From an optimization exercise on the open Yosys and OpenROAD flow, aimed at small area and a short achievable clock period; shortcuts taken in it are not production practice. Only simulation tests tie the RTL to the original design; equivalence was not proved.

==> inputs of run a <==
==> flow/design.v (excerpt) <==
module pe_pipelined #(
    parameter int unsigned W_DEPTH = 4,
    parameter int unsigned PIPE    = 2,
    localparam int unsigned ADDR_W = (W_DEPTH > 1) ? $clog2(W_DEPTH) : 1
) (
    input  logic              clk,
    input  logic              reset,
    input  logic              load_cfg,
    input  logic [2:0]        load_op,
    input  logic              load_wen,
    input  logic [ADDR_W-1:0] load_addr,
    input  logic [31:0]       load_data,
    input  logic              in_valid,
    output logic              in_ready,
    input  logic [31:0]       a,
    input  logic [31:0]       b,
    input  logic [31:0]       c,
    output logic              out_valid,
    input  logic              out_ready,
    output logic [31:0]       out_data,
    output logic              busy
);
==> flow/config.mk <==
export PLATFORM = sky130hd
export DESIGN_NAME = pe_pipelined
export DESIGN_NICKNAME = pe_pipelined
export VERILOG_FILES = /design/flow/design.v
export SDC_FILE = /design/flow/constraint.sdc
export NUM_CORES = 4
export LEC_CHECK = 0
export ABC_AREA = 1
export CAP_MARGIN = 20
export CORE_MARGIN = 2
export CORE_UTILIZATION = 60
export SLEW_MARGIN = 20
==> flow/constraint.sdc <==
create_clock -name core_clock -period 30.0 [get_ports {clk}]
set_input_delay 6.0000 -clock core_clock [delete_from_list [all_inputs] [get_ports {clk}]]
set_output_delay 6.0000 -clock core_clock [all_outputs]
set_load 0.01 [all_outputs]
run.sh (not shown) runs the stock make flow with config.mk's settings and CLKGATE_MAP_FILE= SYNTH_SCRIPT=/design/flow/synth_recipe.tcl, a recipe that flattens the netlist after the stock synthesis.
==> run b: changes against run a <==
- CORE_UTILIZATION: 60 -> 40
==> comparison table <==
Met2 wire length: run b 85600 um; run a 76300 um
Achievable frequency: run b 0.0531 GHz; run a 0.0554 GHz
Worst reg2reg setup slack: run b 11.18 ns; run a 11.95 ns
Fraction of layout instances using a drive strength above 1: run b 4.20%; run a 4.02%
Hold Path Origin: run b wbank[0][27]; run a wbank[0][30]
Overall die height: run b 339 um; run a 278 um
Layout Cells excl Fill: run b 8224; run a 7699
Status: run b complete, no violations; run a complete, no violations
Initial cell density of the core: run b 40.1%; run a 60.5%
WP depth: run b 71; run a 72
Tap cell count: run b 1500; run a 969

* * *

==> v20: inputs <==
pe_pipelined, a different RTL version from the one above (not shown whole).
==> flow/config.mk <==
export PLATFORM = sky130hd
export DESIGN_NAME = pe_pipelined
export DESIGN_NICKNAME = pe_pipelined
export VERILOG_FILES = /design/flow/design.v
export SDC_FILE = /design/flow/constraint.sdc
export NUM_CORES = 4
export LEC_CHECK = 0
export ABC_AREA = 1
export CAP_MARGIN = 20
export CORE_MARGIN = 2
export CORE_UTILIZATION = 50
export SLEW_MARGIN = 20
export SYNTH_HIERARCHICAL = 1
==> flow/constraint.sdc <==
create_clock -name core_clock -period 30.0 [get_ports {clk}]
set_input_delay 6.0000 -clock core_clock [delete_from_list [all_inputs] [get_ports {clk}]]
set_output_delay 6.0000 -clock core_clock [all_outputs]
set_load 0.01 [all_outputs]
standard.sh (not shown) runs the stock make flow with config.mk's settings and CLKGATE_MAP_FILE= SYNTH_SCRIPT=/design/flow/synth_recipe.tcl, a recipe that flattens the netlist after the stock synthesis.
==> flow/flow/run.sh <==
#!/bin/bash
# Standard layout (the standard.sh: ORFS synthesis through final routing), with the timing
# repair steps asked to keep a setup margin, so that they keep improving the worst path below
# the 30 ns clock. Clock, I/O delays and all other constraints are the design's own.
set -euo pipefail
export SETUP_SLACK_MARGIN=16.5
export TNS_END_PERCENT=5
bash standard.sh > standard_make.log 2>&1
==> v16 (differences from v20) <==
--- a/flow/flow/run.sh
+++ b/flow/flow/run.sh
@@ -5,3 +5,3 @@
 set -euo pipefail
-export SETUP_SLACK_MARGIN=16.5
+export SETUP_SLACK_MARGIN=15.5
 export TNS_END_PERCENT=5
==> qor summary <==
Result of the run: v16 timing/DRC/antenna clean; v20 timing/DRC/antenna clean
Critical path type: v16 flop to flop; v20 input port to output port
Post-Route Hold Slack: v16 0.4619 ns; v20 0.4600 ns
Inverters: v16 658; v20 662
Count of vias placed by the detailed router: v16 44720; v20 45290
Gr usage total: v16 40.56%; v20 40.93%
Share of cell area taken by flip-flops and latches: v16 17.07%; v20 16.63%
Reg-to-Reg End: v16 s1_z[5]$_DFFE_PP_; v20 s1_z[12]$_DFFE_PP_
Post-route setup slack: v16 16.09 ns; v20 16.63 ns
DRT Wirelength: v16 182.1 mm; v20 185.8 mm
Number of iterations in the first detailed-routing pass: v16 8; v20 9
Category of the worst setup path launch point: v16 flop; v20 input port
Origin of the worst setup path: v16 s1_my[7]$_DFFE_PP_; v20 out_ready
Reg-to-reg setup timing slack: v16 16.09 ns; v20 16.83 ns

* * *

==> inputs of job 3660 <==
pe_pipelined, a different RTL version from the one above (not shown whole).
==> module pe_pipelined, before the edit <==
module pe_pipelined #(
    parameter int unsigned W_DEPTH = 4,
    parameter int unsigned PIPE    = 2,
    localparam int unsigned ADDR_W = (W_DEPTH > 1) ? $clog2(W_DEPTH) : 1
) (
    input  logic              clk,
    input  logic              reset,
    input  logic              load_cfg,
    input  logic [2:0]        load_op,
    input  logic              load_wen,
    input  logic [ADDR_W-1:0] load_addr,
    input  logic [31:0]       load_data,
    input  logic              in_valid,
    output logic              in_ready,
    input  logic [31:0]       a,
    input  logic [31:0]       b,
    input  logic [31:0]       c,
    output logic              out_valid,
    input  logic              out_ready,
    output logic [31:0]       out_data,
    output logic              busy
);
    localparam logic [2:0] OP_ADD  = 3'b000;
    localparam logic [2:0] OP_MUL  = 3'b001;
    localparam logic [2:0] OP_FMA  = 3'b010;
    localparam logic [2:0] OP_SYS  = 3'b011;
    localparam logic [2:0] OP_ACC  = 3'b100;
    localparam logic [2:0] OP_RELU = 3'b101;
    localparam logic [31:0] FP_ONE   = 32'h3F80_0000;
    localparam logic [31:0] FP_NZERO = 32'h8000_0000;
    logic [2:0]        cfg;
    logic [31:0]       wbank [W_DEPTH];
    logic [W_DEPTH-1:0] wvalid;     
    logic [ADDR_W-1:0] wptr;
    logic              accv;        
    logic              v1, v2;
    logic [22:0]       s1_mx;
    logic [12:0]       s1_bo;
    logic [11:0]       s1_bt, s1_bn;
    logic              s1_hx, s1_ps, s1_pnan, s1_pinf, s1_pzero;
    logic [9:0]        s1_pe;
    logic [31:0]       s1_z;
    logic              s1_byp, s1_acc;
    logic [31:0]       dat;
    logic              stall, accept;
    logic [31:0]       x_in, y_in, z_in;
    logic              byp_in;
    logic [22:0]       p_mx;
    logic [12:0]       p_bo;
    logic [11:0]       p_bt, p_bn;
    logic              p_hx, p_ps, p_pnan, p_pinf, p_pzero;
    logic [9:0]        p_pe;
    logic [31:0]       fma_res;
    assign stall     = v2 && !out_ready;
    assign in_ready  = !stall && !load_cfg && !load_wen;
    assign accept    = in_valid && in_ready;
    assign out_valid = v2;
    assign out_data  = dat;
    pe_fma_pre u_pre (
        .x(x_in), .y(y_in), .mx(p_mx), .hx(p_hx), .bo(p_bo), .bt(p_bt), .bn(p_bn),
        .pe(p_pe), .ps(p_ps), .pnan(p_pnan), .pinf(p_pinf), .pzero(p_pzero)
    );
    pe_fma_core u_core (
        .mx(s1_mx), .hx(s1_hx), .bo(s1_bo), .bt(s1_bt), .bn(s1_bn), .pe(s1_pe), .ps(s1_ps),
        .pnan(s1_pnan), .pinf(s1_pinf), .pzero(s1_pzero), .z(s1_z), .byp(s1_byp),
        .r(fma_res)
    );
    always_comb begin : operand_sel
        x_in   = a;
        y_in   = FP_ONE;
        z_in   = b;
        byp_in = 1'b0;
        case (cfg)
            OP_MUL: begin
                y_in = b;
                z_in = FP_NZERO;
            end
            OP_FMA: begin
                y_in = b;
                z_in = c;
            end
            OP_SYS: begin
                y_in = wvalid[wptr] ? wbank[wptr] : 32'h0;
                z_in = b;
            end
            OP_ACC: begin
                y_in = b;
                z_in = accv ? dat : 32'h0;
            end
            OP_RELU: begin
                z_in   = a[31] ? 32'h0 : a;
                byp_in = 1'b1;
            end
            3'b110, 3'b111: begin
                z_in   = 32'h0;
                byp_in = 1'b1;
            end
            default: ;
        endcase
        if (cfg == OP_ACC && v1 && s1_acc) z_in = fma_res;
    end
    always_ff @(posedge clk or posedge reset) begin : ctrl_regs
        if (reset) begin
            cfg    <= OP_ADD;
            wptr   <= '0;
            accv   <= 1'b0;
            s1_acc <= 1'b0;
        end else if (load_cfg) begin
            cfg    <= load_op;
            wptr   <= '0;
            accv   <= 1'b0;
            s1_acc <= 1'b0;
        end else begin
            if (accept && cfg == OP_SYS) begin
                wptr <= (32'(wptr) == W_DEPTH - 1) ? '0 : wptr + ADDR_W'(1);
            end
            if (!stall && v1 && s1_acc) accv <= 1'b1;
            if (accept) s1_acc <= (cfg == OP_ACC);
        end
    end
    always_ff @(posedge clk or posedge reset) begin : weight_valid
        if (reset) begin
            wvalid <= '0;
        end else if (load_wen && (32'(load_addr) < W_DEPTH)) begin
            wvalid[load_addr] <= 1'b1;
        end
    end
    always_ff @(posedge clk) begin : weight_bank
        if (load_wen && (32'(load_addr) < W_DEPTH)) begin
            wbank[load_addr] <= load_data;
        end
    end
    always_ff @(posedge clk or posedge reset) begin : valid_regs
        if (reset) begin
            v1   <= 1'b0;
            v2   <= 1'b0;
            busy <= 1'b0;
        end else begin
            if (!stall) begin
                v1 <= accept;
                v2 <= v1;
            end
            busy <= stall || accept || v1;
        end
    end
    always_ff @(posedge clk) begin : data_regs
        if (accept) begin
            s1_mx    <= p_mx;
            s1_bo    <= p_bo;
            s1_bt    <= p_bt;
            s1_bn    <= p_bn;
            s1_hx    <= p_hx;
            s1_pe    <= p_pe;
            s1_ps    <= p_ps;
            s1_pnan  <= p_pnan;
            s1_pinf  <= p_pinf;
            s1_pzero <= p_pzero;
            s1_z     <= z_in;
            s1_byp   <= byp_in;
        end
        if (!stall && v1) dat <= fma_res;
    end
endmodule
export LEC_CHECK = 0
export ABC_AREA = 1
export CAP_MARGIN = 20
export CORE_MARGIN = 2
export CORE_UTILIZATION = 50
export CTS_BUF_LIST = sky130_fd_sc_hd__clkbuf_8
export SLEW_MARGIN = 20
export SYNTH_HIERARCHICAL = 1
create_clock -name core_clock -period 30.0 [get_ports {clk}]
==> flow/flow/run.sh <==
#!/bin/bash
set -euo pipefail
export SETUP_SLACK_MARGIN=17.5
export TNS_END_PERCENT=5
export BUFFER_PORTS_ARGS="-buffer_cell sky130_fd_sc_hd__buf_1"
bash standard.sh > standard_make.log 2>&1
==> job 6363: changes against job 3660 <==
--- a/flow/design.v
+++ b/flow/design.v
@@ -2568,7 +2568,7 @@
             end
             OP_ACC: begin
                 y_in = b;
-                z_in = accv ? dat : 32'h0;
+                z_in = (v1 && s1_acc) ? fma_res : (accv ? dat : 32'h0);
             end
             OP_RELU: begin
                 z_in   = a[31] ? 32'h0 : a;
@@ -2580,7 +2580,6 @@
             end
             default: ;
         endcase
-        if (cfg == OP_ACC && v1 && s1_acc) z_in = fma_res;
     end
     always_ff @(posedge clk or posedge reset) begin : ctrl_regs
         if (reset) begin
==> flow/flow/run.sh (replaced) <==
#!/bin/bash
set -euo pipefail
export SETUP_SLACK_MARGIN=16.5
export TNS_END_PERCENT=5
export BUFFER_PORTS_ARGS="-buffer_cell sky130_fd_sc_hd__buf_1"
bash standard.sh > standard_make.log 2>&1
==> summary.txt <==
Post-Syn Area: 43500 µm²
Fill cells: 8398
Xor/xnor share of the synthesized area: 0.0814
Worst Skew: 28.3 ps
Vias/cell: 6.23
FF+latch area: 8400 µm²
Total GRT Usage: 0.420
Hold slack final: 475 ps
PnR worst setup slack: 17530 ps
Post-DP Area: 44500 µm²
Full die area: 89400 µm²
Synth top cells by count: nand2_1, inv_1, nand3_1, nor2_1, xor2_1
Vias in the first global route: 43111
Num rows: 108
Run status: timing/DRC/antenna clean
Source of the figures above: job 3660

==> summary.txt <==
Num rows: 107
Fill cells: 8612
Post-Syn Area: 43200 µm²
Post-Place Cells: 7082
FF+latch area: 8400 µm²
Clock buffers: 42
Full die area: 88700 µm²
Xor/xnor share of the synthesized area: 0.0821
Worst Skew: 32.2 ps
Run status: timing/DRC/antenna clean
Wire length on met2: 81000 µm
Vias in the first global route: 42407
Post-DP Area: 44000 µm²
Most common cell after layout, fill and taps aside: nand2_1
Total GRT Usage: 0.417
Synth top cells by count: nand2_1, nand3_1, inv_1, nor2_1, xor2_1
Source of the figures above: job 6363

[port drivers added, routing unchanged]
No port has a modelled driver above. Below, the same layouts with a new extraction and two added sets of constraints. Step 1: set_driving_cell puts a clkbuf_16 on clk and a buf_2 on each other input, an assumption about the parent block. Step 2 times the ports against the registers' clock, not the clock port: input delays grow and output delays shrink by t, the midpoint of the rising clock arrivals with the driver on. a / b / c = ideal ports / drivers / drivers and shift; a / b = the first two.
| run | shift t [ns] | slack for setup (ns) | hold slack, ns | worst setup path at the end |
|---|---|---|---|---|
| run a | 0.583 | 11.954 / 11.954 / 11.954 | 0.482 / 0.482 / 0.482 | register to register |
| run b | 0.597 | 11.176 / 11.176 / 11.176 | 0.479 / 0.479 / 0.479 | register to register |
| v20 | 0.631 | 16.629 / 16.605 / 16.605 | 0.460 / 0.460 / 0.460 | input to output |
| v16 | 0.627 | 16.094 / 16.094 / 16.094 | 0.462 / 0.462 / 0.462 | register to register |
| job 3660 | 0.647 | 17.528 / 17.499 / 17.499 | 0.475 / 0.475 / 0.475 | input to output |
| job 6363 | 0.625 | 16.681 / 16.681 / 16.681 | 0.463 / 0.463 / 0.463 | register to register |
After both steps setup and hold are still met in every run listed. The setup slack of job 3660, which loses most, moves by -0.029 ns with the drivers and by -0.029 ns with both steps.
